What follows belongs to an exercise in optimizing a design on an open flow for small area, a short achievable clock period and few clock cycles per item; a production flow would make more cautious choices.
The RTL was checked by simulation tests, not by an equivalence proof against the original design.
No activity file was given, so power comes from the tool's default toggle rates.

<file path="flow/design.v">
`default_nettype none
package uecpmu_pkg;
    localparam int DATA_W    = 32;
    localparam int OFF_W     = 8;
    localparam int PULSE_W   = 8;
    localparam int MASK_W    = 4;
    localparam int IDX_W     = 2;
    localparam int CODE_W    = 8;
    localparam int CMD_W     = 4 + IDX_W + DATA_W + PULSE_W;
    localparam int RES_W     = DATA_W + 2;
    localparam logic [1:0] MODE_RD    = 2'd0;
    localparam logic [1:0] MODE_WR    = 2'd1;
    localparam logic [1:0] MODE_EVENT = 2'd2;
    localparam logic [OFF_W-1:0] OFF_CNT0   = 8'h30;
    localparam logic [OFF_W-1:0] OFF_CTRL   = 8'h40;
    localparam logic [OFF_W-1:0] OFF_EVTYPE = 8'h48;
    localparam logic [OFF_W-1:0] OFF_INTM   = 8'h60;
    localparam logic [OFF_W-1:0] OFF_INTS   = 8'h68;
    localparam logic [OFF_W-1:0] OFF_INTC   = 8'h6C;
    localparam logic [CODE_W-1:0] EVT_NONE = 8'hFF;
    localparam int                CTRL_EN  = 0;
    typedef enum logic [3:0] {
        OP_IDLE,
        OP_EVENT,
        OP_CNT_RD,
        OP_CNT_WR,
        OP_CTRL_RD,
        OP_CTRL_WR,
        OP_EVT_RD,
        OP_EVT_WR,
        OP_MASK_RD,
        OP_MASK_WR,
        OP_STAT_RD,
        OP_CLR_WR,
        OP_NOP,
        OP_ERR
    } t_op;
    typedef struct packed {
        t_op                op;
        logic [IDX_W-1:0]   idx;
        logic [DATA_W-1:0]  data;
        logic [PULSE_W-1:0] pulses;
    } t_cmd;
    typedef struct packed {
        logic [DATA_W-1:0] read_data;
        logic              access_error;
        logic              irq;
    } t_res;
endpackage
`default_nettype wire
`default_nettype none
module uncore_event_counter_pmu
#(
    parameter int NUM_CTRS        = 4,
    parameter int NUM_EVENT_CODES = 8
) (
    input  wire logic               i_clk,
    input  wire logic               i_rst_n,
    input  wire logic               i_push,
    output logic                    o_full,
    input  wire logic [1:0]         i_mode,
    input  wire logic [uecpmu_pkg::OFF_W-1:0]   i_reg_offset,
    input  wire logic [uecpmu_pkg::DATA_W-1:0]  i_write_data,
    input  wire logic [uecpmu_pkg::PULSE_W-1:0] i_event_pulses,
    output logic                    o_empty,
    input  wire logic               i_pop,
    output logic [uecpmu_pkg::DATA_W-1:0]       o_read_data,
    output logic                    o_access_error,
    output logic                    o_irq
);
    logic [31:0] r_ctr [4];
    logic [31:0] r_evsel;
    logic        r_en;
    logic [3:0]  r_mask;
    logic [3:0]  r_stat;
    logic [3:0]  r_act;
    logic        r_empty;
    logic [31:0] r_rdata;
    logic        r_err;
    logic        w_take;
    logic        w_res_ld;
    logic        w_rd, w_wr, w_ev;
    logic        w_is_cnt, w_is_ctrl, w_is_evt, w_is_mask, w_is_stat, w_is_clr;
    logic [3:0]  w_cnt_sel;
    logic [3:0]  w_inc;
    logic [3:0]  w_ld;
    logic [31:0] w_ld_data;
    logic        n_en;
    logic [31:0] n_evsel;
    logic [3:0]  n_mask;
    logic [3:0]  n_stat;
    logic [31:0] w_rdata;
    logic [31:0] w_ones [4];
    assign w_res_ld = r_empty || i_pop;
    assign w_take   = i_push && w_res_ld;
    assign o_full   = !w_res_ld;
    assign o_empty  = r_empty;
    always_comb begin
        w_rd      = (i_mode == 2'd0);
        w_wr      = (i_mode == 2'd1);
        w_ev      = (i_mode == 2'd2);
        w_is_cnt  = (i_reg_offset[7:4] == 4'h3) && (i_reg_offset[1:0] == 2'b00);
        w_is_ctrl = (i_reg_offset == 8'h40);
        w_is_evt  = (i_reg_offset == 8'h48);
        w_is_mask = (i_reg_offset == 8'h60);
        w_is_stat = (i_reg_offset == 8'h68);
        w_is_clr  = (i_reg_offset == 8'h6C);
        for (int i = 0; i < 4; i++) begin
            w_cnt_sel[i] = w_is_cnt && (i_reg_offset[3:2] == 2'(i));
        end
    end
    always_comb begin
        n_en    = r_en;
        n_evsel = r_evsel;
        n_mask  = r_mask;
        n_stat  = r_stat;
        for (int i = 0; i < 4; i++) begin
            w_inc[i] = w_take && w_ev && r_act[i] && i_event_pulses[r_evsel[8*i +: 3]];
            if (w_inc[i] && w_ones[i][31] && r_ctr[i][31]) begin
                n_stat[i] = 1'b1;
            end
        end
        if (w_take && w_wr) begin
            if (w_is_ctrl) n_en    = i_write_data[0];
            if (w_is_evt)  n_evsel = i_write_data;
            if (w_is_mask) n_mask  = i_write_data[3:0];
            if (w_is_clr)  n_stat  = r_stat & ~i_write_data[3:0];
        end
        if (!i_rst_n) begin
            n_en    = 1'b0;
            n_evsel = '1;
            n_mask  = '1;
            n_stat  = '0;
        end
    end
    always_ff @(posedge i_clk) begin
        r_en    <= n_en;
        r_evsel <= n_evsel;
        r_mask  <= n_mask;
        r_stat  <= n_stat;
        for (int i = 0; i < 4; i++) begin
            r_act[i] <= n_en && (n_evsel[8*i+3 +: 5] == 5'd0);
        end
    end
    assign w_ld_data = i_rst_n ? i_write_data : 32'd0;
    always_comb begin
        for (int i = 0; i < 4; i++) begin
            w_ld[i] = !i_rst_n || (w_take && w_wr && w_cnt_sel[i]);
        end
    end
    always_comb begin
        for (int i = 0; i < 4; i++) begin
            w_ones[i][0] = 1'b1;
            for (int b = 1; b < 32; b++) begin
                w_ones[i][b] = w_ones[i][b-1] && r_ctr[i][b-1];
            end
        end
    end
    always_ff @(posedge i_clk) begin
        for (int i = 0; i < 4; i++) begin
            r_ctr[i] <= w_ld[i] ? w_ld_data : r_ctr[i] ^ ({32{w_inc[i]}} & w_ones[i]);
        end
    end
    always_comb begin
        w_rdata = ({32{w_cnt_sel[0]}} & r_ctr[0]) |
                  ({32{w_cnt_sel[1]}} & r_ctr[1]) |
                  ({32{w_cnt_sel[2]}} & r_ctr[2]) |
                  ({32{w_cnt_sel[3]}} & r_ctr[3]) |
                  ({32{w_is_evt}}     & r_evsel)  |
                  {31'd0, w_is_ctrl & r_en}      |
                  {28'd0, {4{w_is_mask}} & r_mask} |
                  {28'd0, {4{w_is_stat}} & r_stat};
    end
    always_ff @(posedge i_clk) begin
        if (!i_rst_n) begin
            r_empty <= 1'b1;
        end else if (w_res_ld) begin
            r_empty <= !i_push;
        end
    end
    always_ff @(posedge i_clk) begin
        if (w_res_ld) begin
            r_rdata <= w_rd ? w_rdata : 32'd0;
            r_err   <= (w_rd || w_wr) && !(w_is_cnt || w_is_ctrl || w_is_evt ||
                                           w_is_mask || w_is_stat || w_is_clr);
        end
    end
    assign o_read_data    = r_rdata;
    assign o_access_error = r_err;
    assign o_irq          = |(r_stat & ~r_mask);
endmodule
`default_nettype wire
</file>
<file path="flow/run.sh">
#!/bin/bash
# synth_recipe.tcl (not shown) runs the flow's synth.tcl, then flattens the netlist and writes it again
# the make line also repeats each setting of config.mk as NAME=value (left out here)
make -C /OpenROAD-flow-scripts/flow DESIGN_CONFIG=/design/flow/config.mk WORK_HOME=/design/flow/orfs CLKGATE_MAP_FILE= SYNTH_SCRIPT=/design/flow/synth_recipe.tcl finish
</file>
<file path="flow/config.mk">
export PLATFORM = sky130hd
export DESIGN_NAME = uncore_event_counter_pmu
export DESIGN_NICKNAME = uncore_event_counter_pmu
export VERILOG_FILES = /design/flow/design.v
export SDC_FILE = /design/flow/constraint.sdc
export NUM_CORES = 4
export LEC_CHECK = 0
export CAP_MARGIN = 20
export CORE_MARGIN = 2
export CORE_UTILIZATION = 40
export SETUP_SLACK_MARGIN = 0.8
export SLEW_MARGIN = 20
</file>
<file path="flow/constraint.sdc">
create_clock -name core_clock -period 3.5 [get_ports {i_clk}]
set_input_delay 0.7000 -clock core_clock [delete_from_list [all_inputs] [get_ports {i_clk}]]
set_output_delay 0.7000 -clock core_clock [all_outputs]
set_load 0.01 [all_outputs]
</file>
==> report_table.html, run 1 <==
<table>
<tr><th>Metric</th><th>Value</th></tr>
<tr><th colspan="2">Logic synthesis</th></tr>
<tr><td>Post-synth top area share</td><td>0.317</td></tr>
<tr><td>Net Count, Synth</td><td>1288</td></tr>
<tr><td>Async set or reset register ratio after synthesis</td><td>0</td></tr>
<tr><td>Post-Synthesis Cell Area</td><td>0.0110 mm2</td></tr>
<tr><td>Leading register cell type out of synthesis</td><td>dfxtp_1</td></tr>
<tr><td>Cell with the most instances after synthesis</td><td>dfxtp_1</td></tr>
<tr><td>Portion of the post-synthesis area used by sequential elements</td><td>0.407</td></tr>
<tr><td>Post-synth cell types</td><td>61</td></tr>
<tr><td>Synthesized area per cell</td><td>8.97 um2</td></tr>
<tr><td>Yosys warning count</td><td>3</td></tr>
<tr><td>Largest cells by area after synthesis</td><td>dfxtp_1, edfxtp_1, mux4_2</td></tr>
<tr><td>Cell types with the highest counts after synthesis</td><td>dfxtp_1, nand2_1, o21ai_0</td></tr>
<tr><td>Post-synthesis instance total</td><td>about 1200</td></tr>
<tr><td>Number of enable flip-flop cells after synthesis</td><td>33</td></tr>
<tr><td>Synth Register Bits</td><td>~210</td></tr>
<tr><td>Largest area contributor in the netlist</td><td>dfxtp_1</td></tr>
<tr><th colspan="2">Global routing</th></tr>
<tr><td>Antenna violations before repair</td><td>0</td></tr>
<tr><td>Sum of overflow across all layers after global routing</td><td>0</td></tr>
<tr><td>GR Util All Layers</td><td>0.233</td></tr>
<tr><td>Global-route wire length before repair</td><td>52500 um</td></tr>
<tr><td>Pin count of the biggest net entering global routing</td><td>89</td></tr>
<tr><td>Via count of the first global-routing pass</td><td>8851</td></tr>
<tr><th colspan="2">Worst setup path</th></tr>
<tr><td>WP data required</td><td>3.92 ns</td></tr>
<tr><td>Register-to-register path setup slack</td><td>roughly 0.95 ns</td></tr>
<tr><td>CP max FO</td><td>4</td></tr>
<tr><td>CP max stage delay</td><td>~0.74 ns</td></tr>
<tr><td>Sequence of cells on the critical path</td><td>clkdlybuf4s50_1, mux2_2, o311ai_1, nor3_1, and4_1, xnor2_1, a211oi_1</td></tr>
<tr><td>Count of buffering cells on the critical path with inverters included</td><td>1</td></tr>
<tr><td>Type of element capturing the critical path</td><td>flip-flop</td></tr>
<tr><td>Crit path kind</td><td>primary input to flip-flop</td></tr>
<tr><td>Kind of start point of the critical path</td><td>primary input</td></tr>
<tr><td>Top delay family on crit path</td><td>compound AO/OA/AOI/OAI gates</td></tr>
<tr><td>Worst Reg-to-Reg Cells</td><td>8</td></tr>
<tr><td>R2R Path End</td><td>r_ctr[0][31]</td></tr>
<tr><td>Data arrival time of the critical path</td><td>3.07 ns</td></tr>
<tr><td>Reg2Reg Launch Point</td><td>r_ctr[0][4]</td></tr>
<tr><td>Worst-path cell with the longest stage delay</td><td>o311ai_1</td></tr>
<tr><th colspan="2">Min path</th></tr>
<tr><td>Number of stages on the worst hold path</td><td>2</td></tr>
<tr><td>Hold Path End</td><td>r_evsel[21]</td></tr>
<tr><td>Hold path startpoint</td><td>r_evsel[21]</td></tr>
<tr><td>Class of the tightest hold or removal check</td><td>flip-flop to flip-flop</td></tr>
<tr><th colspan="2">Placed design</th></tr>
<tr><td>Instance area at placement</td><td>0.0122 mm2</td></tr>
<tr><td>Final weighted congestion in routability-driven placement</td><td>roughly 0.87</td></tr>
<tr><td>Half-perimeter wire length after placement</td><td>23700 um</td></tr>
<tr><td>PortBufs</td><td>89</td></tr>
<tr><th colspan="2">Clock network</th></tr>
<tr><td>CTS buffer count</td><td>22</td></tr>
<tr><td>Number of hold buffers added after cts</td><td>0</td></tr>
<tr><td>Maximum root-to-sink buffer count</td><td>3</td></tr>
<tr><td>Latest clock arrival within the worst-skew pair</td><td>0.51 ns</td></tr>
<tr><td>TritonCTS clock tree</td><td>yes</td></tr>
<tr><td>Clock net sink count</td><td>207</td></tr>
<tr><td>Clock tree root driver cell</td><td>clkbuf_16</td></tr>
<tr><td>H-tree level count</td><td>1</td></tr>
<tr><td>Clock slew seen by the registers of the worst setup and hold paths</td><td>0.07 ns</td></tr>
<tr><th colspan="2">Final layout</th></tr>
<tr><td>Fraction of layout instances using a drive strength above 1</td><td>0.106</td></tr>
<tr><td>Area of all placed cells without fillers</td><td>approximately 0.013 mm2</td></tr>
<tr><td>Number of nets in the layout</td><td>1345</td></tr>
<tr><td>Area growth from synthesis to layout</td><td>18.6%</td></tr>
<tr><td>Number of antenna diodes</td><td>0</td></tr>
<tr><td>Filler cell count</td><td>2511</td></tr>
<tr><th colspan="2">STA</th></tr>
<tr><td>Clock period minus final worst setup slack</td><td>2.65 ns</td></tr>
<tr><td>Upper clock frequency limit</td><td>about 0.38 GHz</td></tr>
<tr><td>Worst Max-Slew Pin Slew</td><td>~0.90 ns</td></tr>
<tr><td>Final setup violation count</td><td>0</td></tr>
<tr><td>Ratio of final minimum period to clock period</td><td>0.756</td></tr>
<tr><td>Final total negative setup slack</td><td>0 ns</td></tr>
<tr><td>RSZ-0062 raised after global routing</td><td>no</td></tr>
<tr><td>Worst max-slew margin expressed relative to the limit</td><td>0.394</td></tr>
<tr><td>Worst Skew</td><td>0.0192 ns</td></tr>
<tr><td>Number of endpoints with negative hold slack in the final report</td><td>0</td></tr>
<tr><td>Number of max-slew violations in the final report</td><td>0</td></tr>
<tr><th colspan="2">Power</th></tr>
<tr><td>Net Sw Power</td><td>1.20 mW</td></tr>
<tr><td>Combinational Power Share</td><td>0.061</td></tr>
<tr><td>PwrDens</td><td>402 mW/mm2</td></tr>
<tr><td>Total internal power</td><td>4.04 mW</td></tr>
<tr><td>Clk pwr share</td><td>0.474</td></tr>
<tr><td>Relative contribution of sequential cells to total power</td><td>0.465</td></tr>
<tr><td>Share of total power consumed by net switching</td><td>0.229</td></tr>
<tr><td>Largest voltage drop on the vdd net</td><td>0.328 mV</td></tr>
<tr><td>Leakage dissipation</td><td>~4.8 nW</td></tr>
<tr><th colspan="2">Run status</th></tr>
<tr><td>Status</td><td>timing/DRC/antenna clean</td></tr>
<tr><th colspan="2">Run</th></tr>
<tr><td>Maximum Capacitance Violations</td><td>0</td></tr>
<tr><th colspan="2">Floorplanning</th></tr>
<tr><td>Starting Density</td><td>0.408</td></tr>
<tr><td>Die X</td><td>between 150 and 200 um</td></tr>
<tr><td>Row count</td><td>60</td></tr>
<tr><td>Number of top-level design ports</td><td>90</td></tr>
<tr><td>Die Y-Extent</td><td>~170 um</td></tr>
<tr><td>Core Area</td><td>0.0270 mm2</td></tr>
<tr><td>Area enclosed by the die boundary</td><td>0.0288 mm2</td></tr>
<tr><th colspan="2">Drt</th></tr>
<tr><td>Routed via count</td><td>9673</td></tr>
<tr><td>First-pass DRT Iterations</td><td>6</td></tr>
<tr><td>Detailed Route Iter0 Violations</td><td>around 1100</td></tr>
<tr><td>Wire length per cell</td><td>20.6 um</td></tr>
<tr><td>Routed Antenna Nets</td><td>0</td></tr>
<tr><td>Overall routed net length</td><td>around 34000 um</td></tr>
<tr><td>Remaining DRCs</td><td>0</td></tr>
<tr><td>Via-to-Cell Ratio</td><td>approximately 5.9</td></tr>
</table>
-- power by group through the flow --
stage	registers (mW)	logic, mW	clock network [mW]
after floorplan	2.50	0.124	0
after global placement	2.49	0.314	0
after detailed placement	2.49	0.315	0
after CTS	2.44	0.316	2.51
after global routing	2.44	0.340	2.60
final	2.44	0.317	2.48
-- kinds of logic after synthesis --
family | after synthesis | synth area share
buffers and inverters | 111 | 0.0412
adders and majority gates | 8 | 0.00911
muxes | 59 | 0.0937
xor gates and xnor gates | 107 | 0.0852
AOI/OAI and AO/OA | 298 | 0.160
DFF | 207 | 0.407
and+or+nand+nor | 436 | 0.203
-- state kept, by name, indices dropped and copies added (netlist names) --
name,flops
r_act,4
r_ctr,128
r_empty,1
r_en,1
r_err,1
r_evsel,32
r_mask,4
r_rdata,32
r_stat,4
-- cells in the final DEF, fill, tap and decap left out, drive strengths merged, types with 4 or more instances in the layout --
master and instances:
o211ai 10, or3 5, xnor2 40, clkinv 5, edfxtp 33, clkbuf 30, nand3 78, nor2b 4
o21ai 103, nor2 92, nor4 11, and4 16, nand2 113, a21oi 101, a21o 5, clkdlybuf4s50 85
dfxtp 174, and2 7, nand4 42, mux2i 14, mux4 34, a22oi 31, inv 24, a211oi 27
ha 8, mux2 11, and3 30, nor3 21, xor2 67, buf 34
-- through the flow --
stage	total power [mW]	instances	setup WS [ns]	hold slack, ns	util
CTS	5.26	1639	0.808	0.489	0.482
global route	5.38	1640	0.808	0.505	0.484
finish	5.24	1640	0.853	0.487	0.484
detailed placement	2.81	1598	0.158	0.479	0.454
global placement	2.80	1598	0.203	0.478	0.454
floorplan	2.63	1226	0.868	0.459	-
-- layout make-up --
class / count / area [um2] / area share
Timing Repair Buffer: 120 / 1160 / 0.0893
Clock inverter: 10 / 134 / 0.0103
Clock buffer: 30 / 622 / 0.0477
Sequential cell: 207 / 4470 / 0.343
Tap cell: 341 / 427 / 0.0327
Multi-Input combinational cell: 908 / 6120 / 0.470
Inverter: 24 / 90.1 / 0.00691
-- worst max-delay path by stage --
stage / startpoint / endpoint / cells past startpoint
final: i_event_pulses[3] / r_ctr[1][3] / 7
after global routing: r_ctr[3][13] / r_ctr[3][31] / 8
after CTS: i_event_pulses[6] / r_ctr[0][31] / 9
after detailed placement: i_event_pulses[1] / r_ctr[1][3] / 7
after global placement: i_event_pulses[3] / r_ctr[1][3] / 7
after floorplan: i_event_pulses[4] / r_ctr[0][31] / 9
-- routing by layer --
metal | GRT usage | wire, um | vias to the layer above
met5 | 0 | 0 | -
met4 | 0.0502 | 531 | 0
met3 | 0.0250 | 2010 | 39
met2 | 0.361 | 15000 | 328
met1 | 0.350 | 16300 | 4687
li1 | - | - | 4619
-- worst min-delay path, cell delays in order (launching register included) --
cell and delay [ns]:
dfxtp_1 0.32, nand2_1 0.06, nand3_1 0.06
-- timing repair --
| action | in CTS | in global routing |
|---|---|---|
| buffers inserted | 1 | 1 |
| gates cloned | 0 | 0 |
| pin swaps | 1 | 1 |
| setup endpoints to repair | 11 | 10 |
| gates resized for setup | 1 | 6 |
Testbench counts, summed over its fixed seeds: cycles 13,603, items 12,000.
==> run 2: changes to the inputs <==
==> flow/flow/run.sh (new file) <==
#!/bin/bash
# Standard layout, with slow wide OR/NOR cells kept out of synthesis and repair.
set -e
cp standard.sh standard_sh_copy.log
cp config.mk config_mk_orig.log
cat flow/dont_use.mk >> config.mk
bash standard.sh > standard_sh.log 2>&1
==> flow/flow/dont_use.mk (new file) <==
export DONT_USE_CELLS += sky130_fd_sc_hd__or4_1 sky130_fd_sc_hd__or4_2 sky130_fd_sc_hd__or4_4 sky130_fd_sc_hd__or4b_1 sky130_fd_sc_hd__or4b_2 sky130_fd_sc_hd__or4b_4 sky130_fd_sc_hd__or4bb_1 sky130_fd_sc_hd__or4bb_2 sky130_fd_sc_hd__or4bb_4 sky130_fd_sc_hd__nor4_1 sky130_fd_sc_hd__nor4_2 sky130_fd_sc_hd__nor4_4 sky130_fd_sc_hd__nor4b_1 sky130_fd_sc_hd__nor4b_2 sky130_fd_sc_hd__nor4b_4 sky130_fd_sc_hd__nor4bb_1 sky130_fd_sc_hd__nor4bb_2 sky130_fd_sc_hd__nor4bb_4 sky130_fd_sc_hd__or3_1 sky130_fd_sc_hd__or3_2 sky130_fd_sc_hd__or3_4 sky130_fd_sc_hd__or3b_1 sky130_fd_sc_hd__or3b_2 sky130_fd_sc_hd__or3b_4 sky130_fd_sc_hd__a2111oi_0 sky130_fd_sc_hd__a2111oi_1 sky130_fd_sc_hd__a2111oi_2 sky130_fd_sc_hd__a2111oi_4 sky130_fd_sc_hd__a2111o_1 sky130_fd_sc_hd__a2111o_2 sky130_fd_sc_hd__a2111o_4 sky130_fd_sc_hd__o2111a_1 sky130_fd_sc_hd__o2111a_2 sky130_fd_sc_hd__o2111a_4 sky130_fd_sc_hd__o2111ai_1 sky130_fd_sc_hd__o2111ai_2 sky130_fd_sc_hd__o2111ai_4
==> flow/standard.sh (new file) <==
#!/bin/bash
# synth_recipe.tcl (not shown) runs the flow's synth.tcl, then flattens the netlist and writes it again
# the make line also repeats each setting of config.mk as NAME=value (left out here)
make -C /OpenROAD-flow-scripts/flow DESIGN_CONFIG=/design/flow/config.mk WORK_HOME=/design/flow/orfs CLKGATE_MAP_FILE= SYNTH_SCRIPT=/design/flow/synth_recipe.tcl "${@:-finish}"
--- a/flow/config.mk
+++ b/flow/config.mk
@@ -12 +12,2 @@
 export SLEW_MARGIN = 20
+export DONT_USE_CELLS += sky130_fd_sc_hd__or4_1 sky130_fd_sc_hd__or4_2 sky130_fd_sc_hd__or4_4 sky130_fd_sc_hd__or4b_1 sky130_fd_sc_hd__or4b_2 sky130_fd_sc_hd__or4b_4 sky130_fd_sc_hd__or4bb_1 sky130_fd_sc_hd__or4bb_2 sky130_fd_sc_hd__or4bb_4 sky130_fd_sc_hd__nor4_1 sky130_fd_sc_hd__nor4_2 sky130_fd_sc_hd__nor4_4 sky130_fd_sc_hd__nor4b_1 sky130_fd_sc_hd__nor4b_2 sky130_fd_sc_hd__nor4b_4 sky130_fd_sc_hd__nor4bb_1 sky130_fd_sc_hd__nor4bb_2 sky130_fd_sc_hd__nor4bb_4 sky130_fd_sc_hd__or3_1 sky130_fd_sc_hd__or3_2 sky130_fd_sc_hd__or3_4 sky130_fd_sc_hd__or3b_1 sky130_fd_sc_hd__or3b_2 sky130_fd_sc_hd__or3b_4 sky130_fd_sc_hd__a2111oi_0 sky130_fd_sc_hd__a2111oi_1 sky130_fd_sc_hd__a2111oi_2 sky130_fd_sc_hd__a2111oi_4 sky130_fd_sc_hd__a2111o_1 sky130_fd_sc_hd__a2111o_2 sky130_fd_sc_hd__a2111o_4 sky130_fd_sc_hd__o2111a_1 sky130_fd_sc_hd__o2111a_2 sky130_fd_sc_hd__o2111a_4 sky130_fd_sc_hd__o2111ai_1 sky130_fd_sc_hd__o2111ai_2 sky130_fd_sc_hd__o2111ai_4
removed: flow/run.sh
==> report_table.html, run 2 <==
<table>
<tr><th>Metric</th><th>Value</th></tr>
<tr><th colspan="2">Clock network</th></tr>
<tr><td>Clock slew seen by the registers of the worst setup and hold paths</td><td>0.06 ns</td></tr>
<tr><td>Number of hold buffers added after cts</td><td>0</td></tr>
<tr><td>Maximum root-to-sink buffer count</td><td>3</td></tr>
<tr><td>Post-CTS Setup Inserts</td><td>0</td></tr>
<tr><td>Clock tree root driver cell</td><td>clkbuf_16</td></tr>
<tr><td>H-tree level count</td><td>1</td></tr>
<tr><td>Clock net sink count</td><td>207</td></tr>
<tr><td>TritonCTS clock tree</td><td>yes</td></tr>
<tr><td>CTS buffer count</td><td>24</td></tr>
<tr><td>Latest clock arrival within the worst-skew pair</td><td>~0.52 ns</td></tr>
<tr><th colspan="2">Drt</th></tr>
<tr><td>Wire length per cell</td><td>20.7 um</td></tr>
<tr><td>Routed Antenna Nets</td><td>0</td></tr>
<tr><td>Detailed Route Iter0 Violations</td><td>951</td></tr>
<tr><td>First-pass DRT Iterations</td><td>5</td></tr>
<tr><td>Overall routed net length</td><td>34100 um</td></tr>
<tr><td>Routed via count</td><td>9595</td></tr>
<tr><td>Via-to-Cell Ratio</td><td>5.84</td></tr>
<tr><td>Remaining DRCs</td><td>0</td></tr>
<tr><th colspan="2">Power</th></tr>
<tr><td>PwrDens</td><td>about 410 mW/mm2</td></tr>
<tr><td>Leakage dissipation</td><td>approximately 4.8 nW</td></tr>
<tr><td>Share of total power consumed by net switching</td><td>0.230</td></tr>
<tr><td>Largest voltage drop on the vdd net</td><td>~0.31 mV</td></tr>
<tr><td>Total internal power</td><td>4.07 mW</td></tr>
<tr><td>Relative contribution of sequential cells to total power</td><td>0.461</td></tr>
<tr><td>Clk pwr share</td><td>0.479</td></tr>
<tr><td>Net Sw Power</td><td>1.21 mW</td></tr>
<tr><td>Combinational Power Share</td><td>0.059</td></tr>
<tr><th colspan="2">Logic synthesis</th></tr>
<tr><td>Yosys warning count</td><td>3</td></tr>
<tr><td>Async set or reset register ratio after synthesis</td><td>0</td></tr>
<tr><td>Post-synth cell types</td><td>56</td></tr>
<tr><td>Synthesized area per cell</td><td>8.88 um2</td></tr>
<tr><td>Largest cells by area after synthesis</td><td>dfxtp_1, edfxtp_1, mux4_2</td></tr>
<tr><td>Portion of the post-synthesis area used by sequential elements</td><td>0.410</td></tr>
<tr><td>Leading register cell type out of synthesis</td><td>dfxtp_1</td></tr>
<tr><td>Number of enable flip-flop cells after synthesis</td><td>33</td></tr>
<tr><td>Post-synthesis instance total</td><td>1229</td></tr>
<tr><td>Cell with the most instances after synthesis</td><td>dfxtp_1</td></tr>
<tr><td>Net Count, Synth</td><td>1291</td></tr>
<tr><td>Largest area contributor in the netlist</td><td>dfxtp_1</td></tr>
<tr><td>Post-Synthesis Cell Area</td><td>0.0109 mm2</td></tr>
<tr><td>Synth Register Bits</td><td>207</td></tr>
<tr><td>Cell types with the highest counts after synthesis</td><td>dfxtp_1, nand2_1, a21oi_1</td></tr>
<tr><td>Post-synth top area share</td><td>0.319</td></tr>
<tr><th colspan="2">Final layout</th></tr>
<tr><td>Largest register by flop count</td><td>r_ctr</td></tr>
<tr><td>Leading cell type in the layout, fill and taps excluded</td><td>dfxtp_1</td></tr>
<tr><td>Number of flip-flops in the largest register</td><td>128</td></tr>
<tr><td>Commonest cells after routing, fill and taps aside</td><td>dfxtp_1, nand2_1, a21oi_1, o21ai_0, nor2_1</td></tr>
<tr><td>Filler cell count</td><td>between 2000 and 3000</td></tr>
<tr><td>Number of nets in the layout</td><td>1347</td></tr>
<tr><td>Largest registers in the final layout</td><td>r_ctr x128, r_evsel x32, r_rdata x32</td></tr>
<tr><td>Fraction of layout instances using a drive strength above 1</td><td>0.107</td></tr>
<tr><td>Area growth from synthesis to layout</td><td>18.8%</td></tr>
<tr><td>Number of antenna diodes</td><td>0</td></tr>
<tr><td>Post-route core utilization</td><td>0.483</td></tr>
<tr><th colspan="2">Floorplanning</th></tr>
<tr><td>Core Area</td><td>0.0269 mm2</td></tr>
<tr><td>Die Y-Extent</td><td>between 150 and 200 um</td></tr>
<tr><td>Die X</td><td>between 150 and 200 um</td></tr>
<tr><td>Row count</td><td>60</td></tr>
<tr><td>Number of top-level design ports</td><td>90</td></tr>
<tr><td>Area enclosed by the die boundary</td><td>roughly 0.029 mm2</td></tr>
<tr><td>Starting Density</td><td>0.406</td></tr>
<tr><th colspan="2">Run</th></tr>
<tr><td>Maximum Capacitance Violations</td><td>0</td></tr>
<tr><th colspan="2">STA</th></tr>
<tr><td>Worst Max-Slew Pin Slew</td><td>around 0.76 ns</td></tr>
<tr><td>Final setup violation count</td><td>0</td></tr>
<tr><td>Clock period minus final worst setup slack</td><td>2.60 ns</td></tr>
<tr><td>Number of max-slew violations in the final report</td><td>0</td></tr>
<tr><td>Worst max-slew margin expressed relative to the limit</td><td>0.489</td></tr>
<tr><td>Worst Skew</td><td>0.0121 ns</td></tr>
<tr><td>Final total negative setup slack</td><td>0 ns</td></tr>
<tr><td>Ratio of final minimum period to clock period</td><td>0.744</td></tr>
<tr><td>Number of endpoints with negative hold slack in the final report</td><td>0</td></tr>
<tr><td>Upper clock frequency limit</td><td>0.384 GHz</td></tr>
<tr><td>RSZ-0062 raised after global routing</td><td>yes</td></tr>
<tr><th colspan="2">Worst setup path</th></tr>
<tr><td>Reg2Reg Launch Point</td><td>r_ctr[0][4]</td></tr>
<tr><td>Register-to-register path setup slack</td><td>0.92 ns</td></tr>
<tr><td>Type of element capturing the critical path</td><td>flip-flop</td></tr>
<tr><td>Crit path kind</td><td>primary input to flip-flop</td></tr>
<tr><td>Data arrival time of the critical path</td><td>2.99 ns</td></tr>
<tr><td>Kind of start point of the critical path</td><td>primary input</td></tr>
<tr><td>R2R Path End</td><td>r_ctr[0][31]</td></tr>
<tr><td>WP data required</td><td>3.89 ns</td></tr>
<tr><td>CP max FO</td><td>4</td></tr>
<tr><td>Worst Reg-to-Reg Cells</td><td>8</td></tr>
<tr><th colspan="2">Min path</th></tr>
<tr><td>Number of stages on the worst hold path</td><td>2</td></tr>
<tr><td>Hold path startpoint</td><td>r_mask[3]</td></tr>
<tr><td>Hold Path End</td><td>r_mask[3]</td></tr>
<tr><td>Class of the tightest hold or removal check</td><td>flip-flop to flip-flop</td></tr>
<tr><th colspan="2">Placed design</th></tr>
<tr><td>Half-perimeter wire length after placement</td><td>24100 um</td></tr>
<tr><td>PortBufs</td><td>89</td></tr>
<tr><td>Final weighted congestion in routability-driven placement</td><td>0.859</td></tr>
<tr><th colspan="2">Global routing</th></tr>
<tr><td>GR Util All Layers</td><td>0.238</td></tr>
<tr><td>Antenna violations before repair</td><td>0</td></tr>
<tr><td>Pin count of the biggest net entering global routing</td><td>108</td></tr>
<tr><td>Global-route wire length before repair</td><td>~53000 um</td></tr>
<tr><td>Sum of overflow across all layers after global routing</td><td>0</td></tr>
<tr><td>Via count of the first global-routing pass</td><td>9051</td></tr>
<tr><th colspan="2">Run status</th></tr>
<tr><td>Status</td><td>timing/DRC/antenna clean</td></tr>
</table>
[run 2: what timing repair did]
item,CTS,global route
pin swaps,0,1
gates resized for setup,2,3
endpoints found under the setup margin,2,28
gates cloned,0,0
[run 2: cell families after synthesis]
family	synth area share
simple gates	0.199
fa+ha+maj	0.00917
mux	0.0915
flops	0.410
xor+xnor	0.0867
compound gates	0.162
buf+inv	0.0420
[run 2: cell type report]
cell class              count  area, um2  share of cell area
clock buffers              36        727              0.0560
multi-input cells         907       6020               0.464
flip-flops and latches    207       4470               0.345
inverters                  22       82.6             0.00637
well taps                 341        427              0.0329
clock inverters             8       72.6             0.00559
repair buffers            123       1170              0.0903
[run 2: worst max-delay path, cell delays in order]
cell and delay, ns:
clkdlybuf4s50_1 0.49, nand2b_1 0.25, a311oi_2 0.42, and3_1 0.29
nand2_1 0.14, nor3_1 0.25, ha_1 0.26, mux2i_1 0.13
nor2_1 0.06
[run 2: how the worst max path moves through the flow]
stage | depth (start not counted) | slack [ns] | end | start
6_report | 9 | 0.90 | r_ctr[0][31] | i_mode[0]
5_1_grt | 9 | 0.77 | r_ctr[0][31] | i_mode[0]
4_1_cts | 9 | 0.84 | r_ctr[1][31] | i_mode[0]
3_5_place_dp | 9 | 0.24 | r_ctr[0][31] | i_mode[0]
3_3_place_gp | 9 | 0.20 | r_ctr[0][31] | i_mode[0]
2_1_floorplan | 10 | 0.93 | r_ctr[1][31] | i_event_pulses[6]
[run 2: power by group through the flow]
stage	logic, mW	clock network, mW	registers (mW)
global route	0.336	2.67	2.44
global placement	0.309	0	2.49
detailed placement	0.310	0	2.49
CTS	0.311	2.57	2.44
finish	0.313	2.53	2.44
floorplan	0.121	0	2.50
[run 2: metal layers]
layer	up-vias	global-route usage	wire [um]
met3	43	0.0280	2200
li1	4611	-	-
met1	4606	0.353	16300
met2	335	0.369	14900
met5	-	0	0
met4	0	0.0583	695
[run 2: per-stage QoR]
stage / setup WS (ns) / std cells / hold WS, ns / power, mW / area, um2
CTS: 0.838 / 1644 / 0.472 / 5.33 / 13000
floorplan: 0.932 / 1229 / 0.441 / 2.62 / 10900
global route: 0.768 / 1644 / 0.513 / 5.44 / 13000
finish: 0.897 / 1644 / 0.469 / 5.29 / 13000
detailed placement: 0.235 / 1600 / 0.458 / 2.80 / 12200
global placement: 0.202 / 1600 / 0.451 / 2.80 / 12200
==> run 3: changes to the inputs <==
--- a/flow/design.v
+++ b/flow/design.v
@@ -75,6 +75,9 @@
     logic [3:0]  r_stat;
-    logic [3:0]  r_act;
     logic        r_empty;
-    logic [31:0] r_rdata;
     logic        r_err;
+    logic [3:0]  r_rd_ctr;      
+    logic        r_rd_ctrl;
+    logic        r_rd_evt;
+    logic        r_rd_mask;
+    logic        r_rd_stat;
     logic        w_take;
@@ -87,2 +90,3 @@
     logic [31:0] w_ld_data;
+    logic [31:0] w_ones [4];
     logic        n_en;
@@ -91,4 +95,2 @@
     logic [3:0]  n_stat;
-    logic [31:0] w_rdata;
-    logic [31:0] w_ones [4];
     assign w_res_ld = r_empty || i_pop;
@@ -112,2 +114,10 @@
     always_comb begin
+        for (int i = 0; i < 4; i++) begin
+            w_ones[i][0] = 1'b1;
+            for (int b = 1; b < 32; b++) begin
+                w_ones[i][b] = w_ones[i][b-1] && r_ctr[i][b-1];
+            end
+        end
+    end
+    always_comb begin
         n_en    = r_en;
@@ -117,3 +127,4 @@
         for (int i = 0; i < 4; i++) begin
-            w_inc[i] = w_take && w_ev && r_act[i] && i_event_pulses[r_evsel[8*i +: 3]];
+            w_inc[i] = w_take && w_ev && r_en && (r_evsel[8*i+3 +: 5] == 5'd0) &&
+                       i_event_pulses[r_evsel[8*i +: 3]];
             if (w_inc[i] && w_ones[i][31] && r_ctr[i][31]) begin
@@ -140,5 +151,2 @@
         r_stat  <= n_stat;
-        for (int i = 0; i < 4; i++) begin
-            r_act[i] <= n_en && (n_evsel[8*i+3 +: 5] == 5'd0);
-        end
     end
@@ -150,10 +158,2 @@
     end
-    always_comb begin
-        for (int i = 0; i < 4; i++) begin
-            w_ones[i][0] = 1'b1;
-            for (int b = 1; b < 32; b++) begin
-                w_ones[i][b] = w_ones[i][b-1] && r_ctr[i][b-1];
-            end
-        end
-    end
     always_ff @(posedge i_clk) begin
@@ -162,12 +162,2 @@
         end
-    end
-    always_comb begin
-        w_rdata = ({32{w_cnt_sel[0]}} & r_ctr[0]) |
-                  ({32{w_cnt_sel[1]}} & r_ctr[1]) |
-                  ({32{w_cnt_sel[2]}} & r_ctr[2]) |
-                  ({32{w_cnt_sel[3]}} & r_ctr[3]) |
-                  ({32{w_is_evt}}     & r_evsel)  |
-                  {31'd0, w_is_ctrl & r_en}      |
-                  {28'd0, {4{w_is_mask}} & r_mask} |
-                  {28'd0, {4{w_is_stat}} & r_stat};
     end
@@ -182,8 +172,21 @@
         if (w_res_ld) begin
-            r_rdata <= w_rd ? w_rdata : 32'd0;
-            r_err   <= (w_rd || w_wr) && !(w_is_cnt || w_is_ctrl || w_is_evt ||
-                                           w_is_mask || w_is_stat || w_is_clr);
+            r_err     <= (w_rd || w_wr) && !(w_is_cnt || w_is_ctrl || w_is_evt ||
+                                             w_is_mask || w_is_stat || w_is_clr);
+            r_rd_ctr  <= w_rd ? w_cnt_sel : 4'd0;
+            r_rd_ctrl <= w_rd && w_is_ctrl;
+            r_rd_evt  <= w_rd && w_is_evt;
+            r_rd_mask <= w_rd && w_is_mask;
+            r_rd_stat <= w_rd && w_is_stat;
         end
     end
-    assign o_read_data    = r_rdata;
+    always_comb begin
+        o_read_data = ({32{r_rd_ctr[0]}} & r_ctr[0]) |
+                      ({32{r_rd_ctr[1]}} & r_ctr[1]) |
+                      ({32{r_rd_ctr[2]}} & r_ctr[2]) |
+                      ({32{r_rd_ctr[3]}} & r_ctr[3]) |
+                      ({32{r_rd_evt}}    & r_evsel)  |
+                      {31'd0, r_rd_ctrl & r_en}      |
+                      {28'd0, {4{r_rd_mask}} & r_mask} |
+                      {28'd0, {4{r_rd_stat}} & r_stat};
+    end
     assign o_access_error = r_err;
==> flow/flow/run.sh (replaced) <==
#!/bin/bash
# Standard layout, with slow cells (wide OR/NOR, a2111/o2111, a222oi,
# clkdlybuf) kept out of synthesis and timing repair.
set -e
cp standard.sh standard_sh_copy.log
cp config.mk config_mk_orig.log
cat flow/dont_use.mk >> config.mk
bash standard.sh > standard_sh.log 2>&1
==> flow/flow/dont_use.mk (replaced) <==
export DONT_USE_CELLS += sky130_fd_sc_hd__or4_1 sky130_fd_sc_hd__or4_2 sky130_fd_sc_hd__or4_4 sky130_fd_sc_hd__or4b_1 sky130_fd_sc_hd__or4b_2 sky130_fd_sc_hd__or4b_4 sky130_fd_sc_hd__or4bb_1 sky130_fd_sc_hd__or4bb_2 sky130_fd_sc_hd__or4bb_4 sky130_fd_sc_hd__nor4_1 sky130_fd_sc_hd__nor4_2 sky130_fd_sc_hd__nor4_4 sky130_fd_sc_hd__nor4b_1 sky130_fd_sc_hd__nor4b_2 sky130_fd_sc_hd__nor4b_4 sky130_fd_sc_hd__nor4bb_1 sky130_fd_sc_hd__nor4bb_2 sky130_fd_sc_hd__nor4bb_4 sky130_fd_sc_hd__or3_1 sky130_fd_sc_hd__or3_2 sky130_fd_sc_hd__or3_4 sky130_fd_sc_hd__or3b_1 sky130_fd_sc_hd__or3b_2 sky130_fd_sc_hd__or3b_4 sky130_fd_sc_hd__a2111oi_0 sky130_fd_sc_hd__a2111oi_1 sky130_fd_sc_hd__a2111oi_2 sky130_fd_sc_hd__a2111oi_4 sky130_fd_sc_hd__a2111o_1 sky130_fd_sc_hd__a2111o_2 sky130_fd_sc_hd__a2111o_4 sky130_fd_sc_hd__o2111a_1 sky130_fd_sc_hd__o2111a_2 sky130_fd_sc_hd__o2111a_4 sky130_fd_sc_hd__o2111ai_1 sky130_fd_sc_hd__o2111ai_2 sky130_fd_sc_hd__o2111ai_4 sky130_fd_sc_hd__a222oi_1 sky130_fd_sc_hd__clkdlybuf4s15_1 sky130_fd_sc_hd__clkdlybuf4s15_2 sky130_fd_sc_hd__clkdlybuf4s18_1 sky130_fd_sc_hd__clkdlybuf4s18_2 sky130_fd_sc_hd__clkdlybuf4s25_1 sky130_fd_sc_hd__clkdlybuf4s25_2 sky130_fd_sc_hd__clkdlybuf4s50_1 sky130_fd_sc_hd__clkdlybuf4s50_2
==> flow/config.mk (replaced) <==
export PLATFORM = sky130hd
export DESIGN_NAME = uncore_event_counter_pmu
export DESIGN_NICKNAME = uncore_event_counter_pmu
export VERILOG_FILES = /design/flow/design.v
export SDC_FILE = /design/flow/constraint.sdc
export NUM_CORES = 4
export LEC_CHECK = 0
export CAP_MARGIN = 20
export CORE_MARGIN = 2
export CORE_UTILIZATION = 40
export SETUP_SLACK_MARGIN = 1.1
export SLEW_MARGIN = 20
export DONT_USE_CELLS += sky130_fd_sc_hd__or4_1 sky130_fd_sc_hd__or4_2 sky130_fd_sc_hd__or4_4 sky130_fd_sc_hd__or4b_1 sky130_fd_sc_hd__or4b_2 sky130_fd_sc_hd__or4b_4 sky130_fd_sc_hd__or4bb_1 sky130_fd_sc_hd__or4bb_2 sky130_fd_sc_hd__or4bb_4 sky130_fd_sc_hd__nor4_1 sky130_fd_sc_hd__nor4_2 sky130_fd_sc_hd__nor4_4 sky130_fd_sc_hd__nor4b_1 sky130_fd_sc_hd__nor4b_2 sky130_fd_sc_hd__nor4b_4 sky130_fd_sc_hd__nor4bb_1 sky130_fd_sc_hd__nor4bb_2 sky130_fd_sc_hd__nor4bb_4 sky130_fd_sc_hd__or3_1 sky130_fd_sc_hd__or3_2 sky130_fd_sc_hd__or3_4 sky130_fd_sc_hd__or3b_1 sky130_fd_sc_hd__or3b_2 sky130_fd_sc_hd__or3b_4 sky130_fd_sc_hd__a2111oi_0 sky130_fd_sc_hd__a2111oi_1 sky130_fd_sc_hd__a2111oi_2 sky130_fd_sc_hd__a2111oi_4 sky130_fd_sc_hd__a2111o_1 sky130_fd_sc_hd__a2111o_2 sky130_fd_sc_hd__a2111o_4 sky130_fd_sc_hd__o2111a_1 sky130_fd_sc_hd__o2111a_2 sky130_fd_sc_hd__o2111a_4 sky130_fd_sc_hd__o2111ai_1 sky130_fd_sc_hd__o2111ai_2 sky130_fd_sc_hd__o2111ai_4 sky130_fd_sc_hd__a222oi_1 sky130_fd_sc_hd__clkdlybuf4s15_1 sky130_fd_sc_hd__clkdlybuf4s15_2 sky130_fd_sc_hd__clkdlybuf4s18_1 sky130_fd_sc_hd__clkdlybuf4s18_2 sky130_fd_sc_hd__clkdlybuf4s25_1 sky130_fd_sc_hd__clkdlybuf4s25_2 sky130_fd_sc_hd__clkdlybuf4s50_1 sky130_fd_sc_hd__clkdlybuf4s50_2
==> report_table.html, run 3 <==
<table>
<tr><th>Metric</th><th>Value</th></tr>
<tr><th colspan="2">STA</th></tr>
<tr><td>Number of endpoints with negative hold slack in the final report</td><td>0</td></tr>
<tr><td>Upper clock frequency limit</td><td>~0.42 GHz</td></tr>
<tr><td>RSZ-0062 raised after global routing</td><td>yes</td></tr>
<tr><td>Final total negative setup slack</td><td>0 ns</td></tr>
<tr><td>Worst Max-Slew Pin Slew</td><td>approximately 0.93 ns</td></tr>
<tr><td>Worst Skew</td><td>0.0113 ns</td></tr>
<tr><td>Number of max-slew violations in the final report</td><td>0</td></tr>
<tr><td>Final setup violation count</td><td>0</td></tr>
<tr><td>Worst max-slew margin expressed relative to the limit</td><td>0.383</td></tr>
<tr><td>Ratio of final minimum period to clock period</td><td>0.684</td></tr>
<tr><td>Setup WS post-layout</td><td>1.11 ns</td></tr>
<tr><td>Clock period minus final worst setup slack</td><td>2.39 ns</td></tr>
<tr><th colspan="2">Logic synthesis</th></tr>
<tr><td>Synthesized area per cell</td><td>8.08 um2</td></tr>
<tr><td>Async set or reset register ratio after synthesis</td><td>0</td></tr>
<tr><td>Number of enable flip-flop cells after synthesis</td><td>9</td></tr>
<tr><td>Arithmetic-cell share of the synthesized area counting full adders, half adders and majority gates</td><td>0.0101</td></tr>
<tr><td>Combinational family with the most area after synthesis</td><td>simple AND/OR/NAND/NOR gates</td></tr>
<tr><td>Yosys warning count</td><td>3</td></tr>
<tr><td>Share of synthesized area spent on multiplexers</td><td>0.0261</td></tr>
<tr><td>Post-synthesis instance total</td><td>1229</td></tr>
<tr><td>Post-synth top area share</td><td>0.343</td></tr>
<tr><td>Post-synth cell types</td><td>between 50 and 60</td></tr>
<tr><td>Post-Synthesis Cell Area</td><td>0.00993 mm2</td></tr>
<tr><td>Largest area contributor in the netlist</td><td>dfxtp_1</td></tr>
<tr><td>Synth Register Bits</td><td>179</td></tr>
<tr><td>Portion of the post-synthesis area used by sequential elements</td><td>0.370</td></tr>
<tr><td>Simple-gate area share of the yosys netlist</td><td>0.250</td></tr>
<tr><td>Synth Area in Compound Gates</td><td>0.203</td></tr>
<tr><td>Largest cells by area after synthesis</td><td>dfxtp_1, xor2_1, a22oi_1</td></tr>
<tr><td>Cell types with the highest counts after synthesis</td><td>dfxtp_1, nand2_1, nand3_1</td></tr>
<tr><td>Net Count, Synth</td><td>1291</td></tr>
<tr><td>Leading register cell type out of synthesis</td><td>dfxtp_1</td></tr>
<tr><td>Fraction of synthesized cell area in xor and xnor cells</td><td>0.0926</td></tr>
<tr><td>Cell with the most instances after synthesis</td><td>dfxtp_1</td></tr>
<tr><th colspan="2">Worst setup path</th></tr>
<tr><td>CP max FO</td><td>16</td></tr>
<tr><td>Kind of start point of the critical path</td><td>flip-flop</td></tr>
<tr><td>Crit path kind</td><td>flip-flop to output pin</td></tr>
<tr><td>Worst Reg-to-Reg Cells</td><td>7</td></tr>
<tr><td>Count of buffering cells on the critical path with inverters included</td><td>3</td></tr>
<tr><td>Count of cell instances traversed by the critical path</td><td>5</td></tr>
<tr><td>Sequence of cells on the critical path</td><td>clkbuf_2, buf_12, a22oi_1, nand3_1, buf_1</td></tr>
<tr><td>CP max stage delay</td><td>0.41 ns</td></tr>
<tr><td>Data arrival time of the critical path</td><td>1.69 ns</td></tr>
<tr><td>WP data required</td><td>approximately 2.8 ns</td></tr>
<tr><td>Type of element capturing the critical path</td><td>output pin</td></tr>
<tr><td>Top delay family on crit path</td><td>buffers and inverters</td></tr>
<tr><td>Worst-path cell with the longest stage delay</td><td>edfxtp_1</td></tr>
<tr><th colspan="2">Floorplanning</th></tr>
<tr><td>Core Area</td><td>0.0243 mm2</td></tr>
<tr><td>Area enclosed by the die boundary</td><td>0.0261 mm2</td></tr>
<tr><td>Starting Density</td><td>0.408</td></tr>
<tr><td>Number of top-level design ports</td><td>90</td></tr>
<tr><td>Die Y-Extent</td><td>162 um</td></tr>
<tr><td>Row count</td><td>57</td></tr>
<tr><td>Die X</td><td>162 um</td></tr>
<tr><th colspan="2">Min path</th></tr>
<tr><td>Class of the tightest hold or removal check</td><td>flip-flop to flip-flop</td></tr>
<tr><td>Number of stages on the worst hold path</td><td>2</td></tr>
<tr><th colspan="2">Drt</th></tr>
<tr><td>Via-to-Cell Ratio</td><td>5.87</td></tr>
<tr><td>First-pass DRT Iterations</td><td>5</td></tr>
<tr><td>Overall routed net length</td><td>34400 um</td></tr>
<tr><td>Routed Antenna Nets</td><td>0</td></tr>
<tr><td>Detailed Route Iter0 Violations</td><td>1043</td></tr>
<tr><td>Remaining DRCs</td><td>0</td></tr>
<tr><td>Routed via count</td><td>just under 10000</td></tr>
<tr><td>Highest metal layer with signal wires</td><td>met4</td></tr>
<tr><td>Routed length on met3</td><td>2610 um</td></tr>
<tr><td>Wire length on met2</td><td>15400 um</td></tr>
<tr><td>Wire length per cell</td><td>~21 um</td></tr>
<tr><td>Total routed wire length on the met1 layer</td><td>15700 um</td></tr>
<tr><th colspan="2">Final layout</th></tr>
<tr><td>Area of all sequential standard cells</td><td>0.00368 mm2</td></tr>
<tr><td>Largest registers in the final layout</td><td>r_ctr x128, r_evsel x32</td></tr>
<tr><td>Area growth from synthesis to layout</td><td>16.6%</td></tr>
<tr><td>Commonest cells after routing, fill and taps aside</td><td>dfxtp_1, nand2_1, nand3_1, o21ai_0, buf_1</td></tr>
<tr><td>Multi-input gate area in the final layout</td><td>0.00590 mm2</td></tr>
<tr><td>Final std cells w/o fill</td><td>1644</td></tr>
<tr><td>Largest register by flop count</td><td>r_ctr</td></tr>
<tr><td>Post-route core utilization</td><td>0.476</td></tr>
<tr><td>Filler cell count</td><td>2434</td></tr>
<tr><td>Number of antenna diodes</td><td>0</td></tr>
<tr><td>Number of nets in the layout</td><td>1369</td></tr>
<tr><td>Fraction of layout instances using a drive strength above 1</td><td>0.108</td></tr>
<tr><td>Leading cell type in the layout, fill and taps excluded</td><td>dfxtp_1</td></tr>
<tr><td>Number of flip-flops in the largest register</td><td>between 100 and 150</td></tr>
<tr><th colspan="2">Global routing</th></tr>
<tr><td>Sum of overflow across all layers after global routing</td><td>0</td></tr>
<tr><td>Via count of the first global-routing pass</td><td>8876</td></tr>
<tr><td>Antenna violations before repair</td><td>0</td></tr>
<tr><td>Global-route wire length before repair</td><td>~50000 um</td></tr>
<tr><td>GR Util All Layers</td><td>0.254</td></tr>
<tr><td>Pin count of the biggest net entering global routing</td><td>63</td></tr>
<tr><th colspan="2">Clock network</th></tr>
<tr><td>Clock slew seen by the registers of the worst setup and hold paths</td><td>roughly 0.07 ns</td></tr>
<tr><td>H-tree level count</td><td>4</td></tr>
<tr><td>Clock net sink count</td><td>approximately 180</td></tr>
<tr><td>Maximum root-to-sink buffer count</td><td>2</td></tr>
<tr><td>TritonCTS clock tree</td><td>yes</td></tr>
<tr><td>CTS buffer count</td><td>17</td></tr>
<tr><td>Clock tree root driver cell</td><td>clkbuf_16</td></tr>
<tr><td>Latest clock arrival within the worst-skew pair</td><td>0.44 ns</td></tr>
<tr><th colspan="2">Placed design</th></tr>
<tr><td>Final weighted congestion in routability-driven placement</td><td>0.878</td></tr>
<tr><td>PortBufs</td><td>89</td></tr>
<tr><td>Inst Count DP</td><td>approximately 1600</td></tr>
<tr><td>Pre-CTS setup slack</td><td>0.604 ns</td></tr>
<tr><td>Half-perimeter wire length after placement</td><td>23000 um</td></tr>
<tr><th colspan="2">Run status</th></tr>
<tr><td>Status</td><td>timing/DRC/antenna clean</td></tr>
<tr><th colspan="2">Power</th></tr>
<tr><td>Leakage dissipation</td><td>4.39 nW</td></tr>
<tr><td>Power after layout</td><td>4.51 mW</td></tr>
<tr><td>PwrDens</td><td>390 mW/mm2</td></tr>
<tr><td>Largest voltage drop on the vdd net</td><td>0.236 mV</td></tr>
<tr><th colspan="2">Run</th></tr>
<tr><td>Maximum Capacitance Violations</td><td>0</td></tr>
</table>
-- run 3: changes by cell type in the layout (fill, tap and decap cells not counted), moves of 20 or more --
| cell | change |
|---|---|
| buf_1 | +97 |
| nand2_1 | +20 |
| nand3_1 | +25 |
| nor2_1 | -41 |
| edfxtp_1 | -24 |
| mux4_2 | -33 |
| buf_4 | -22 |
| a22oi_1 | +27 |
| clkdlybuf4s50_1 | -86 |
-- run 3: kinds of logic (layout without fill, tap and decap cells) --
| logic type | after synthesis | after routing |
|---|---|---|
| AND/OR/NAND/NOR | 474 | 475 |
| adder cells (fa/ha/maj) | 8 | 8 |
| flip-flops | 179 | 179 |
| XOR/XNOR | 105 | 105 |
| multiplexers | 22 | 22 |
| AO/OA/AOI/OAI | 329 | 329 |
| buffers and inverters | 112 | 202 |
-- run 3: layout make-up --
class                           count  area share
Timing Repair Buffer              147      0.0732
Multi-Input combinational cell    939       0.510
Tap cell                          324      0.0350
Clock inverter                     15      0.0197
Clock buffer                       17      0.0367
Inverter                           23     0.00746
Sequential cell                   179       0.318
-- run 3: worst paths after layout --
check | start | end | slack (ns)
setup / recovery | r_rd_ctr[0] | o_read_data[30] | 1.11
hold / removal | r_evsel[6] | r_evsel[6] | 0.49
setup reg to reg | r_evsel[0] | r_ctr[0][31] | 1.12
hold reg to reg | r_evsel[6] | r_evsel[6] | 0.49
-- run 3: what timing repair did --
item | in CTS | in global routing
pin swaps | 0 | 11
endpoints found under the setup margin | 55 | 104
gates cloned | 0 | 4
hold buffers | 0 | 0
resized for setup | 10 | 46
setup buffers | 10 | 16
-- run 3: routing by layer --
metal  vias to the layer above  track usage
li1                       4640            -
met1                      4622        0.360
met2                       356        0.389
met3                        37       0.0519
met4                         0       0.0739
met5                         -            0
-- run 3: metrics by stage --
| stage | hold slack [ns] | area [um2] |
|---|---|---|
| after CTS | 0.487 | 11300 |
| after detailed placement | 0.481 | 10500 |
| after global routing | 0.513 | 11600 |
| after floorplan | 0.460 | 9940 |
| final | 0.489 | 11600 |
| after global placement | 0.468 | 10500 |
-- run 3: worst min-delay path: cells and delay by family, from the launching register on --
family           cells  cell delay (ns)
flip-flops           1             0.32
AND/OR/NAND/NOR      2             0.12
-- run 3: power breakdown --
part           leakage (nW)  internal, mW  switching, mW
clock network         0.308          1.28          0.901
registers              1.47          2.06        0.00624
logic                  2.61        0.0847          0.189
Testbench counts of run 3, summed over its fixed seeds: cycles 13,603, items 12,000.
==> run 4: changes to the inputs <==
--- a/flow/design.v
+++ b/flow/design.v
@@ -75,2 +75,3 @@
     logic [3:0]  r_stat;
+    logic [3:0]  r_inc;         
     logic        r_empty;
@@ -88,2 +89,3 @@
     logic [3:0]  w_inc;
+    logic [3:0]  w_full;        
     logic [3:0]  w_ld;
@@ -119,2 +121,3 @@
             end
+            w_full[i] = r_inc[i] ? (&r_ctr[i][31:1] && !r_ctr[i][0]) : (&r_ctr[i]);
         end
@@ -129,3 +132,3 @@
                        i_event_pulses[r_evsel[8*i +: 3]];
-            if (w_inc[i] && w_ones[i][31] && r_ctr[i][31]) begin
+            if (w_inc[i] && w_full[i]) begin
                 n_stat[i] = 1'b1;
@@ -151,2 +154,3 @@
         r_stat  <= n_stat;
+        r_inc   <= i_rst_n ? w_inc : 4'd0;
     end
@@ -160,3 +164,3 @@
         for (int i = 0; i < 4; i++) begin
-            r_ctr[i] <= w_ld[i] ? w_ld_data : r_ctr[i] ^ ({32{w_inc[i]}} & w_ones[i]);
+            r_ctr[i] <= w_ld[i] ? w_ld_data : r_ctr[i] ^ ({32{r_inc[i]}} & w_ones[i]);
         end
@@ -171,3 +175,3 @@
     always_ff @(posedge i_clk) begin
-        if (w_res_ld) begin
+        if (w_take) begin
             r_err     <= (w_rd || w_wr) && !(w_is_cnt || w_is_ctrl || w_is_evt ||
@@ -179,2 +183,9 @@
             r_rd_stat <= w_rd && w_is_stat;
+        end else begin
+            r_err     <= r_err     && !r_empty;
+            r_rd_ctr  <= r_rd_ctr  & {4{!r_empty}};
+            r_rd_ctrl <= r_rd_ctrl && !r_empty;
+            r_rd_evt  <= r_rd_evt  && !r_empty;
+            r_rd_mask <= r_rd_mask && !r_empty;
+            r_rd_stat <= r_rd_stat && !r_empty;
         end
--- a/flow/config.mk
+++ b/flow/config.mk
@@ -10,3 +10,3 @@
 export CORE_UTILIZATION = 40
-export SETUP_SLACK_MARGIN = 1.1
+export SETUP_SLACK_MARGIN = 1.2
 export SLEW_MARGIN = 20
==> report_table.html, run 4 <==
<table>
<tr><th>Metric</th><th>Value</th></tr>
<tr><th colspan="2">Clock network</th></tr>
<tr><td>H-tree level count</td><td>4</td></tr>
<tr><td>Clock slew seen by the registers of the worst setup and hold paths</td><td>0.07 ns</td></tr>
<tr><td>Maximum root-to-sink buffer count</td><td>2</td></tr>
<tr><td>Clock tree root driver cell</td><td>clkbuf_16</td></tr>
<tr><td>TritonCTS clock tree</td><td>yes</td></tr>
<tr><td>CTS buffer count</td><td>17</td></tr>
<tr><td>Number of hold buffers added after cts</td><td>0</td></tr>
<tr><td>Clock net sink count</td><td>183</td></tr>
<tr><td>Latest clock arrival within the worst-skew pair</td><td>0.44 ns</td></tr>
<tr><th colspan="2">Logic synthesis</th></tr>
<tr><td>Yosys warning count</td><td>3</td></tr>
<tr><td>Net Count, Synth</td><td>1299</td></tr>
<tr><td>Synthesized area per cell</td><td>~8.2 um2</td></tr>
<tr><td>Cell types with the highest counts after synthesis</td><td>dfxtp_1, nand2_1, nand3_1</td></tr>
<tr><td>Cell with the most instances after synthesis</td><td>dfxtp_1</td></tr>
<tr><td>Async set or reset register ratio after synthesis</td><td>0</td></tr>
<tr><td>Post-synthesis instance total</td><td>1241</td></tr>
<tr><td>Portion of the post-synthesis area used by sequential elements</td><td>0.361</td></tr>
<tr><td>Synth Register Bits</td><td>approximately 180</td></tr>
<tr><td>Largest cells by area after synthesis</td><td>dfxtp_1, xor2_1, nand2_1</td></tr>
<tr><td>Number of enable flip-flop cells after synthesis</td><td>0</td></tr>
<tr><td>Leading register cell type out of synthesis</td><td>dfxtp_1</td></tr>
<tr><td>Largest area contributor in the netlist</td><td>dfxtp_1</td></tr>
<tr><td>Post-synth cell types</td><td>57</td></tr>
<tr><td>Post-Synthesis Cell Area</td><td>0.0101 mm2</td></tr>
<tr><td>Post-synth top area share</td><td>0.361</td></tr>
<tr><th colspan="2">Worst setup path</th></tr>
<tr><td>WP data required</td><td>about 2.8 ns</td></tr>
<tr><td>Kind of start point of the critical path</td><td>flip-flop</td></tr>
<tr><td>CP max FO</td><td>20</td></tr>
<tr><td>Crit path kind</td><td>flip-flop to output pin</td></tr>
<tr><td>Type of element capturing the critical path</td><td>output pin</td></tr>
<tr><td>Data arrival time of the critical path</td><td>1.56 ns</td></tr>
<tr><th colspan="2">Placed design</th></tr>
<tr><td>Inst Count DP</td><td>1586</td></tr>
<tr><td>PortBufs</td><td>between 80 and 90</td></tr>
<tr><td>Final weighted congestion in routability-driven placement</td><td>0.902</td></tr>
<tr><td>Pre-CTS setup slack</td><td>0.781 ns</td></tr>
<tr><td>Half-perimeter wire length after placement</td><td>about 23000 um</td></tr>
<tr><th colspan="2">Run</th></tr>
<tr><td>Maximum Capacitance Violations</td><td>0</td></tr>
<tr><th colspan="2">Final layout</th></tr>
<tr><td>Number of nets in the layout</td><td>roughly 1300</td></tr>
<tr><td>Largest registers in the final layout</td><td>r_ctr x128, r_evsel x32</td></tr>
<tr><td>Number of flip-flops in the largest register</td><td>128</td></tr>
<tr><td>Number of antenna diodes</td><td>0</td></tr>
<tr><td>Commonest cells after routing, fill and taps aside</td><td>dfxtp_1, nand2_1, nand3_1, buf_1, xor2_1</td></tr>
<tr><td>Largest register by flop count</td><td>r_ctr</td></tr>
<tr><td>Filler cell count</td><td>2533</td></tr>
<tr><td>Fraction of layout instances using a drive strength above 1</td><td>0.0885</td></tr>
<tr><td>Leading cell type in the layout, fill and taps excluded</td><td>dfxtp_1</td></tr>
<tr><td>Final std cells w/o fill</td><td>1630</td></tr>
<tr><td>Area growth from synthesis to layout</td><td>11.6%</td></tr>
<tr><th colspan="2">Power</th></tr>
<tr><td>Total internal power</td><td>3.09 mW</td></tr>
<tr><td>Clk pwr share</td><td>0.458</td></tr>
<tr><td>Share of total power consumed by net switching</td><td>0.259</td></tr>
<tr><td>Relative contribution of sequential cells to total power</td><td>0.500</td></tr>
<tr><td>Power after layout</td><td>4.17 mW</td></tr>
<tr><td>Combinational Power Share</td><td>0.042</td></tr>
<tr><td>Leakage dissipation</td><td>4.18 nW</td></tr>
<tr><td>PwrDens</td><td>368 mW/mm2</td></tr>
<tr><td>Net Sw Power</td><td>1.08 mW</td></tr>
<tr><td>Largest voltage drop on the vdd net</td><td>0.332 mV</td></tr>
<tr><th colspan="2">STA</th></tr>
<tr><td>Number of max-slew violations in the final report</td><td>0</td></tr>
<tr><td>Worst hold slack after final layout</td><td>0.476 ns</td></tr>
<tr><td>Final total negative setup slack</td><td>0 ns</td></tr>
<tr><td>Number of endpoints with negative hold slack in the final report</td><td>0</td></tr>
<tr><td>Clock period minus final worst setup slack</td><td>2.26 ns</td></tr>
<tr><td>RSZ-0062 raised after global routing</td><td>yes</td></tr>
<tr><td>Setup WS post-layout</td><td>1.24 ns</td></tr>
<tr><td>Worst Max-Slew Pin Slew</td><td>0.827 ns</td></tr>
<tr><td>Final setup violation count</td><td>0</td></tr>
<tr><td>Worst Skew</td><td>0.0111 ns</td></tr>
<tr><td>Ratio of final minimum period to clock period</td><td>0.646</td></tr>
<tr><td>Worst max-slew margin expressed relative to the limit</td><td>0.444</td></tr>
<tr><td>Upper clock frequency limit</td><td>0.442 GHz</td></tr>
<tr><th colspan="2">Drt</th></tr>
<tr><td>Remaining DRCs</td><td>0</td></tr>
<tr><td>Via-to-Cell Ratio</td><td>5.93</td></tr>
<tr><td>Wire length per cell</td><td>20.4 um</td></tr>
<tr><td>Detailed Route Iter0 Violations</td><td>approximately 860</td></tr>
<tr><td>Routed Antenna Nets</td><td>0</td></tr>
<tr><td>Overall routed net length</td><td>33300 um</td></tr>
<tr><td>Routed via count</td><td>9666</td></tr>
<tr><td>First-pass DRT Iterations</td><td>6</td></tr>
<tr><th colspan="2">Floorplanning</th></tr>
<tr><td>Row count</td><td>58</td></tr>
<tr><td>Number of top-level design ports</td><td>90</td></tr>
<tr><td>Starting Density</td><td>0.405</td></tr>
<tr><td>Die X</td><td>163 um</td></tr>
<tr><td>Die Y-Extent</td><td>163 um</td></tr>
<tr><td>Area enclosed by the die boundary</td><td>0.0267 mm2</td></tr>
<tr><td>Core Area</td><td>0.0250 mm2</td></tr>
<tr><th colspan="2">Global routing</th></tr>
<tr><td>Sum of overflow across all layers after global routing</td><td>0</td></tr>
<tr><td>Via count of the first global-routing pass</td><td>8891</td></tr>
<tr><td>Pin count of the biggest net entering global routing</td><td>64</td></tr>
<tr><td>GR Util All Layers</td><td>0.250</td></tr>
<tr><td>Global-route wire length before repair</td><td>51400 um</td></tr>
<tr><td>Antenna violations before repair</td><td>0</td></tr>
<tr><th colspan="2">Min path</th></tr>
<tr><td>Class of the tightest hold or removal check</td><td>flip-flop to flip-flop</td></tr>
<tr><th colspan="2">Run status</th></tr>
<tr><td>Status</td><td>timing/DRC/antenna clean</td></tr>
</table>
==> run 4: timing repair <==
action / CTS / global route
setup endpoints to repair: 43 / 135
gates resized for setup: 14 / 21
gates cloned: 0 / 0
setup buffers: 0 / 12
pin swaps: 0 / 2
==> run 4: routing by layer <==
layer / part of all wire / track usage / vias to the layer above
met5: 0 / 0 / -
met4: 0.020 / 0.0728 / 0
met3: 0.052 / 0.0358 / 43
met2: 0.46 / 0.401 / 299
met1: 0.47 / 0.350 / 4686
li1: - / - / 4638
==> run 4: cells by family (layout without fill, tap and decap cells) <==
kind of cell             Yosys count  in the layout  share of synthesized area
adder cells (fa/ha/maj)            4              4                    0.00493
buffers and inverters            112            171                     0.0524
AND/OR/NAND/NOR                  497            497                      0.259
AO/OA/AOI/OAI                    313            313                      0.197
XOR/XNOR                         111            111                     0.0958
flip-flops                       183            183                      0.361
multiplexers                      21             21                     0.0298
==> run 4: worst paths after layout <==
path,startpoint,to,slack [ns],depth (start not counted)
max,r_rd_ctr[2],o_read_data[31],1.24,4
min,r_err,r_err,0.48,2
max reg2reg,r_ctr[3][3],r_ctr[3][31],1.34,5
min reg2reg,r_err,r_err,0.48,2
==> run 4: per-stage QoR <==
stage	utilization	cell area [um2]
after floorplan	-	10100
after detailed placement	0.422	10600
after CTS	0.447	11200
final	0.452	11300
after global routing	0.452	11300
after global placement	0.422	10600
==> run 4: power groups by stage <==
stage / registers [mW] / logic (mW) / clock network, mW
finish: 2.09 / 0.173 / 1.91
global route: 2.09 / 0.187 / 2.04
CTS: 2.09 / 0.170 / 1.93
detailed placement: 2.14 / 0.169 / 0
global placement: 2.14 / 0.168 / 0
floorplan: 2.14 / 0.0819 / 0
==> run 4: worst max-delay path, cell delays in order, from the launching register on <==
cell and delay, ns:
dfxtp_4 0.41, buf_12 0.19, a22oi_1 0.22, nand3_1 0.14
buf_1 0.15
==> run 4: area by class of cell <==
class	instances	area [um2]	share of cell area
tap	330	413	0.0365
inverter	8	30.0	0.00265
clock inverter	14	131	0.0116
multi-input combinational	946	6010	0.531
sequential	183	3670	0.324
clock buffer	18	439	0.0388
timing repair buffer	131	624	0.0551
Testbench counts of run 4, summed over its fixed seeds: cycles 13,603, items 12,000.

## static timing again, ports no longer ideal
In the flow no input, the clock included, has a driving cell. The finished layouts below were timed again as built, in two steps.
Step 1: set_driving_cell puts a clkbuf_16 on i_clk and a buf_2 on each other input, an assumption about the parent block.
Step 2 times the ports against the registers' clock, not the clock port: input delays grow and output delays shrink by t, the midpoint of the rising clock arrivals with the driver on.
Slacks: ideal / step 1 / step 2; pairs: ideal / step 1.
run | t, ns | setup slack, ns | hold slack, ns | worst setup path at the end
run 1 | 0.550 | 0.853 / 0.866 / 0.316 | 0.487 / 0.487 / 0.487 | input to register
run 2 | 0.566 | 0.897 / 0.921 / 0.355 | 0.469 / 0.469 / 0.469 | input to register
run 3 | 0.484 | 1.108 / 1.061 / 0.709 | 0.489 / 0.471 / 0.489 | input to register
run 4 | 0.485 | 1.238 / 1.186 / 0.895 | 0.476 / 0.476 / 0.476 | input to register
After both steps every run listed still meets setup and hold. The setup slack of run 2, which loses most, moves by +0.024 ns with the drivers and by -0.542 ns with both steps.
